What follows belongs to an exercise in optimizing a design on an open flow for a short achievable clock period and few clock cycles per item; a production flow would make more cautious choices. Only simulation tests tie the RTL to the original design; equivalence was not proved. The clock port is modelled as an ideal driver, which makes a skipped or thinned clock tree look cheaper than it is; a real chip needs a root buffer or a tree. Power is estimated from default activity; no workload was simulated.

v6:
==> flow/design.v <==
package alu_issue_ctrl_pkg;
    localparam int DATA_WIDTH_DEF     = 32;
    localparam int ALU_OPRN_WIDTH_DEF = 6;
    localparam int REG_ADDR_WIDTH_DEF = 5;
    localparam int INFLIGHT_CAP_DEF   = 4;
endpackage
module alu_issue_ctrl_register_file
#(
    parameter int DATA_WIDTH     = alu_issue_ctrl_pkg::DATA_WIDTH_DEF,
    parameter int REG_ADDR_WIDTH = alu_issue_ctrl_pkg::REG_ADDR_WIDTH_DEF,
    localparam int NREG          = 1 << REG_ADDR_WIDTH
) (
    input  logic                      clk_i,
    input  logic                      rst_i,
    input  logic [NREG-1:1]           rsel1_i,
    input  logic [NREG-1:1]           rsel2_i,
    output logic [DATA_WIDTH-1:0]     rdata1_o,
    output logic [DATA_WIDTH-1:0]     rdata2_o,
    input  logic [NREG-1:1]           we_i,
    input  logic [DATA_WIDTH-1:0]     wdata_i
);
    logic [DATA_WIDTH-1:0] regs_q [1:NREG-1];
    for (genvar r = 1; r < NREG; r++) begin : g_reg
        always_ff @(posedge clk_i or posedge rst_i) begin
            if (rst_i) begin
                regs_q[r] <= '0;
            end else if (we_i[r]) begin
                regs_q[r] <= wdata_i;
            end
        end
    end
    always_comb begin
        rdata1_o = '0;
        rdata2_o = '0;
        for (int k = 1; k < NREG; k++) begin
            rdata1_o = rdata1_o | ({DATA_WIDTH{rsel1_i[k]}} & regs_q[k]);
            rdata2_o = rdata2_o | ({DATA_WIDTH{rsel2_i[k]}} & regs_q[k]);
        end
    end
endmodule
module alu_issue_ctrl
#(
    parameter int DATA_WIDTH     = alu_issue_ctrl_pkg::DATA_WIDTH_DEF,
    parameter int ALU_OPRN_WIDTH = alu_issue_ctrl_pkg::ALU_OPRN_WIDTH_DEF,
    parameter int REG_ADDR_WIDTH = alu_issue_ctrl_pkg::REG_ADDR_WIDTH_DEF
) (
    input  logic                      CLK,
    input  logic                      RST,
    input  logic                      REQ_VALID,
    output logic                      REQ_READY,
    input  logic [ALU_OPRN_WIDTH-1:0] REQ_OPRN,
    input  logic [REG_ADDR_WIDTH-1:0] REQ_RS1,
    input  logic [REG_ADDR_WIDTH-1:0] REQ_RS2,
    input  logic [REG_ADDR_WIDTH-1:0] REQ_RD,
    input  logic                      REQ_IMM_SEL,
    input  logic [DATA_WIDTH-1:0]     REQ_IMM,
    output logic [DATA_WIDTH-1:0]     ALU_OP1,
    output logic [DATA_WIDTH-1:0]     ALU_OP2,
    output logic [ALU_OPRN_WIDTH-1:0] ALU_OPRN,
    input  logic [DATA_WIDTH-1:0]     ALU_RESULT,
    output logic                      RSP_VALID,
    input  logic                      RSP_READY,
    output logic [DATA_WIDTH-1:0]     RSP_DATA,
    output logic [REG_ADDR_WIDTH-1:0] RSP_RD
);
    localparam int NREG = 1 << REG_ADDR_WIDTH;
    localparam int CAP  = alu_issue_ctrl_pkg::INFLIGHT_CAP_DEF;
    localparam int QN   = 4;
    localparam int QPW  = 2;
    localparam int RW   = DATA_WIDTH + REG_ADDR_WIDTH;
    logic accept;
    logic rsp_pop;
    logic                      v_rd;
    logic [ALU_OPRN_WIDTH-1:0] oprn_rd;
    logic [REG_ADDR_WIDTH-1:0] rd_rd;
    logic [DATA_WIDTH-1:0]     imm_rd;       
    logic [NREG-1:1]           sel1_rd;      
    logic [NREG-1:1]           sel2_rd;      
    logic                      f1_ex_rd, f1_wb_rd, f2_ex_rd, f2_wb_rd;
    logic                      v_ex;
    logic [REG_ADDR_WIDTH-1:0] rd_ex;
    logic [DATA_WIDTH-1:0]     op1_ex, op2_ex;
    logic [ALU_OPRN_WIDTH-1:0] oprn_ex;
    logic [DATA_WIDTH-1:0]     res_wb;
    logic [NREG-1:1]           we_wb;
    logic [DATA_WIDTH-1:0] rdata1, rdata2;
    alu_issue_ctrl_register_file #(
        .DATA_WIDTH     (DATA_WIDTH),
        .REG_ADDR_WIDTH (REG_ADDR_WIDTH)
    ) u_register_file (
        .clk_i    (CLK),
        .rst_i    (RST),
        .rsel1_i  (sel1_rd),
        .rsel2_i  (sel2_rd),
        .rdata1_o (rdata1),
        .rdata2_o (rdata2),
        .we_i     (we_wb),
        .wdata_i  (res_wb)
    );
    logic h1_ex, h1_wb, h2_ex, h2_wb;
    always_comb begin
        h1_ex = v_rd && (rd_rd != '0) && (rd_rd == REQ_RS1);
        h1_wb = v_ex && (rd_ex != '0) && (rd_ex == REQ_RS1);
        h2_ex = v_rd && (rd_rd != '0) && (rd_rd == REQ_RS2);
        h2_wb = v_ex && (rd_ex != '0) && (rd_ex == REQ_RS2);
    end
    always_ff @(posedge CLK) begin
        oprn_rd  <= REQ_OPRN;
        rd_rd    <= REQ_RD;
        imm_rd   <= REQ_IMM_SEL ? REQ_IMM : '0;
        for (int k = 1; k < NREG; k++) begin
            sel1_rd[k] <= (REQ_RS1 == REG_ADDR_WIDTH'(k)) && !h1_ex && !h1_wb;
            sel2_rd[k] <= (REQ_RS2 == REG_ADDR_WIDTH'(k)) && !h2_ex && !h2_wb && !REQ_IMM_SEL;
        end
        f1_ex_rd <= h1_ex;
        f1_wb_rd <= !h1_ex && h1_wb;
        f2_ex_rd <= !REQ_IMM_SEL && h2_ex;
        f2_wb_rd <= !REQ_IMM_SEL && !h2_ex && h2_wb;
    end
    always_ff @(posedge CLK) begin
        op1_ex  <= ({DATA_WIDTH{f1_ex_rd}} & ALU_RESULT)
                 | ({DATA_WIDTH{f1_wb_rd}} & res_wb)
                 | rdata1;
        op2_ex  <= ({DATA_WIDTH{f2_ex_rd}} & ALU_RESULT)
                 | ({DATA_WIDTH{f2_wb_rd}} & res_wb)
                 | imm_rd
                 | rdata2;
        oprn_ex <= oprn_rd;
        rd_ex   <= rd_rd;
    end
    always_ff @(posedge CLK) begin
        res_wb <= ALU_RESULT;
    end
    always_ff @(posedge CLK or posedge RST) begin
        if (RST) begin
            we_wb <= '0;
        end else begin
            for (int k = 1; k < NREG; k++) begin
                we_wb[k] <= v_ex && (rd_ex == REG_ADDR_WIDTH'(k));
            end
        end
    end
    always_ff @(posedge CLK or posedge RST) begin
        if (RST) begin
            v_rd <= 1'b0;
            v_ex <= 1'b0;
        end else begin
            v_rd <= accept;
            v_ex <= v_rd;
        end
    end
    logic              rsp_v_q;      
    logic              rsp_v_h;      
    logic [RW-1:0]     rsp_q;
    logic [RW-1:0]     q_mem [QN];
    logic [QPW-1:0]    q_rp, q_wp;
    logic              q_empty, load_out;
    logic [RW-1:0]     ex_ent;
    assign ex_ent   = {ALU_RESULT, rd_ex};
    assign q_empty  = (q_rp == q_wp);
    assign rsp_pop  = rsp_v_h && RSP_READY;
    assign load_out = !rsp_v_h || RSP_READY;
    logic [RW-1:0]     rsp_h, rsp_new;
    assign rsp_new = q_empty ? ex_ent : q_mem[q_rp];
    always_ff @(posedge CLK) begin
        rsp_q <= load_out ? rsp_new : rsp_h;
        rsp_h <= load_out ? rsp_new : rsp_q;
        q_mem[q_wp] <= ex_ent;
    end
    always_ff @(posedge CLK or posedge RST) begin
        if (RST) begin
            rsp_v_q <= 1'b0;
            rsp_v_h <= 1'b0;
            q_rp    <= '0;
            q_wp    <= '0;
        end else begin
            rsp_v_q <= load_out ? (!q_empty || v_ex) : rsp_v_h;
            rsp_v_h <= load_out ? (!q_empty || v_ex) : rsp_v_q;
            if (load_out && !q_empty) begin
                q_rp <= q_rp + 1'b1;
            end
            if (v_ex && !(load_out && q_empty)) begin
                q_wp <= q_wp + 1'b1;
            end
        end
    end
    logic [CAP-1:0] cnt_q, cnt_d;
    logic           ready_q;
    assign accept = REQ_VALID && ready_q;
    always_comb begin
        cnt_d = cnt_q;
        if (accept && !rsp_pop) begin
            cnt_d = {cnt_q[CAP-2:0], 1'b1};
        end else if (!accept && rsp_pop) begin
            cnt_d = {1'b0, cnt_q[CAP-1:1]};
        end
    end
    always_ff @(posedge CLK or posedge RST) begin
        if (RST) begin
            cnt_q <= '0;
        end else begin
            cnt_q <= cnt_d;
        end
    end
    always_ff @(posedge CLK) begin
        ready_q <= !cnt_d[CAP-1];
    end
    assign REQ_READY = ready_q;
    assign RSP_VALID = rsp_v_q;
    assign RSP_DATA  = rsp_q[RW-1:REG_ADDR_WIDTH];
    assign RSP_RD    = rsp_q[REG_ADDR_WIDTH-1:0];
    assign ALU_OP1   = op1_ex;
    assign ALU_OP2   = op2_ex;
    assign ALU_OPRN  = oprn_ex;
endmodule
Settings: LEC_CHECK=0, ABC_CLOCK_PERIOD_IN_PS=2000, CAP_MARGIN=20, CORE_MARGIN=2, CORE_UTILIZATION=40, CTS_CLUSTER_DIAMETER=150, CTS_CLUSTER_SIZE=20, PLACE_DENSITY=0.6, SETUP_SLACK_MARGIN=3.0, SLEW_MARGIN=20, TNS_END_PERCENT=100; clock period 5.0 ns.
standard.sh (not shown) runs the stock make flow with config.mk's settings and CLKGATE_MAP_FILE= SYNTH_SCRIPT=/design/flow/synth_recipe.tcl, a recipe that flattens the netlist after the stock synthesis.
==> flow/flow/run.sh <==
#!/bin/bash
# Standard ORFS layout with one hook before clock tree synthesis
# (flow/pre_cts.tcl): it places the output flip-flops beside their output
# buffers and builds a balanced two-level clock tree (flow/clock_tree.tcl) in
# place of the flow's clock_tree_synthesis. All tool output goes to
# orfs_make.log here and to ORFS's own logs under orfs/logs.
set -euo pipefail
here=$(pwd)
bash standard.sh PRE_CTS_TCL="$here/flow/pre_cts.tcl" finish > "$here/orfs_make.log" 2>&1
==> flow/flow/pre_cts.tcl <==
# Before clock tree synthesis: put each flip-flop that drives an output
# port's buffer right beside that buffer, and the few other gates its output
# drives right beside the flip-flop, so the wires on the flop's output are
# short; then legalise the placement again.
set block [ord::get_db_block]
set moved 0
set moved_gates 0
foreach bt [$block getBTerms] {
  if {[$bt getIoType] ne "OUTPUT"} { continue }
  set net [$bt getNet]
  if {$net eq "NULL"} { continue }
  set buf ""
  foreach it [$net getITerms] {
    if {[$it isOutputSignal]} { set buf [$it getInst] }
  }
  if {$buf eq ""} { continue }
  set in_net ""
  foreach it [$buf getITerms] {
    if {[$it isInputSignal] && [$it getNet] ne "NULL"} { set in_net [$it getNet] }
  }
  if {$in_net eq ""} { continue }
  set ff ""
  set others {}
  foreach it [$in_net getITerms] {
    set inst [$it getInst]
    if {[$it isOutputSignal]} {
      set ff $inst
    } elseif {[$inst getName] ne [$buf getName]} {
      lappend others $inst
    }
  }
  if {$ff eq ""} { continue }
  if {![[$ff getMaster] isSequential]} { continue }
  if {[llength $others] > 2} { continue }
  set skip 0
  foreach o $others { if {[[$o getMaster] isSequential]} { set skip 1 } }
  if {$skip} { continue }
  set loc [$buf getLocation]
  set bx [lindex $loc 0]
  set by [lindex $loc 1]
  set w [[$ff getMaster] getWidth]
  set x [expr {$bx - $w}]
  if {$x < 0} { set x [expr {$bx + [[$buf getMaster] getWidth]}] }
  $ff setLocation $x $by
  incr moved
  set ox $x
  foreach o $others {
    set ow [[$o getMaster] getWidth]
    set ox [expr {$ox - $ow}]
    if {$ox < 0} { set ox [expr {$bx + [[$buf getMaster] getWidth]}] }
    $o setLocation $ox $by
    incr moved_gates
  }
}
puts "pre_cts: moved $moved output flip-flops beside their buffers and $moved_gates gates beside them"
detailed_placement
check_placement -verbose

# Clock tree: a balanced two-level tree of clkbuf_16 built here (see
# clock_tree.tcl) in place of the flow's clock_tree_synthesis.
source [file join [file dirname [info script]] clock_tree.tcl]
manual_cts CLK 4 24 sky130_fd_sc_hd__clkbuf_16
detailed_placement
check_placement -verbose
set_propagated_clock [all_clocks]
rename clock_tree_synthesis flow_clock_tree_synthesis
proc clock_tree_synthesis {args} {
  puts "clock tree already built by flow/clock_tree.tcl; skipping clock_tree_synthesis $args"
}
Other scripts of this flow, unchanged in this note and not shown: flow/flow/clock_tree.tcl
Testbench counts of v6, summed over its fixed seeds: cycles 12,024, items 12,000.
### v6 -> v7
- a deleted CTS_CLUSTER_DIAMETER that had been 150
- a deleted CTS_CLUSTER_SIZE that had been 20
- a change of SETUP_SLACK_MARGIN from 3.0 to 3.2
- a change of CAP_MARGIN from 20 to 30
- a change of SLEW_MARGIN from 20 to 50
diff --git a/flow/flow/pre_cts.tcl b/flow/flow/pre_cts.tcl
--- a/flow/flow/pre_cts.tcl
+++ b/flow/flow/pre_cts.tcl
@@ -55,2 +55,22 @@
 puts "pre_cts: moved $moved output flip-flops beside their buffers and $moved_gates gates beside them"
+
+# Input port buffers: use a plain buffer where the flow left a delay cell
+set db [ord::get_db]
+set inbuf [$db findMaster sky130_fd_sc_hd__buf_4]
+set swapped 0
+foreach bt [$block getBTerms] {
+  if {[$bt getIoType] ne "INPUT"} { continue }
+  if {[$bt getName] eq "CLK"} { continue }
+  set net [$bt getNet]
+  if {$net eq "NULL"} { continue }
+  foreach it [$net getITerms] {
+    set inst [$it getInst]
+    set mname [[$inst getMaster] getName]
+    if {[string match "sky130_fd_sc_hd__clkdlybuf*" $mname] || [string match "sky130_fd_sc_hd__dlygate*" $mname] || [string match "sky130_fd_sc_hd__dlymetal*" $mname]} {
+      $inst swapMaster $inbuf
+      incr swapped
+    }
+  }
+}
+puts "pre_cts: $swapped input buffers changed from delay cells to buf_4"
 detailed_placement
### Flow results
- v6 ended with every stage complete and zero timing, DRC or antenna violations.
- v7 did not stop at any stage, and its layout met the timing, DRC and antenna checks.
- On multi-input combinational cell count, v7 and v6 are basically level.
- As of v7, number of antenna violations at the first check in global routing had fallen by more than 10% compared to v6.
- v7 ended with less sequential fraction of design power than v6.
- On post-detailed-placement cell area, the higher figure sits with v7, not v6.
- Looking at core utilization, v7 sits 3.6 points higher than v6 does.
- Leakage power figure, v7 vs v6: up by a little under 10%
- Against v6 as the reference, v7 delivers a higher met3 track demand over resource in global routing.
- Delta (v7 minus v6): cell count increased 4.3%; via count has increased.
No run of this note takes its clock network from TritonCTS; it comes from the design's own scripts or RTL.

[what the ideal ports hide]
The results above use ideal ports. As a check the final layouts listed here were re-extracted and re-timed, cells and wires unchanged.
Step 1, drivers: a clkbuf_16 drives CLK and a buf_2 each remaining input, both assumed.
Step 2, shift: input delay + t, output delay - t, t = (earliest + latest rising clock arrival at the registers) / 2. This alone moves slack from input paths to output paths.
Three values: ideal, step 1, step 2; two values: the first two.
| run | shift t [ns] | setup WS [ns] | hold WS [ns] |
|---|---|---|---|
| v6 | 0.724 | 2.889 / 2.764 / 2.423 | 0.331 / 0.331 / 0.331 |
| v7 | 0.735 | 2.852 / 2.747 / 2.361 | 0.333 / 0.333 / 0.333 |
After both steps setup and hold are still met in every run listed. For v7, which loses most, drivers alone change the setup slack by -0.105 ns; drivers and shift together by -0.491 ns.
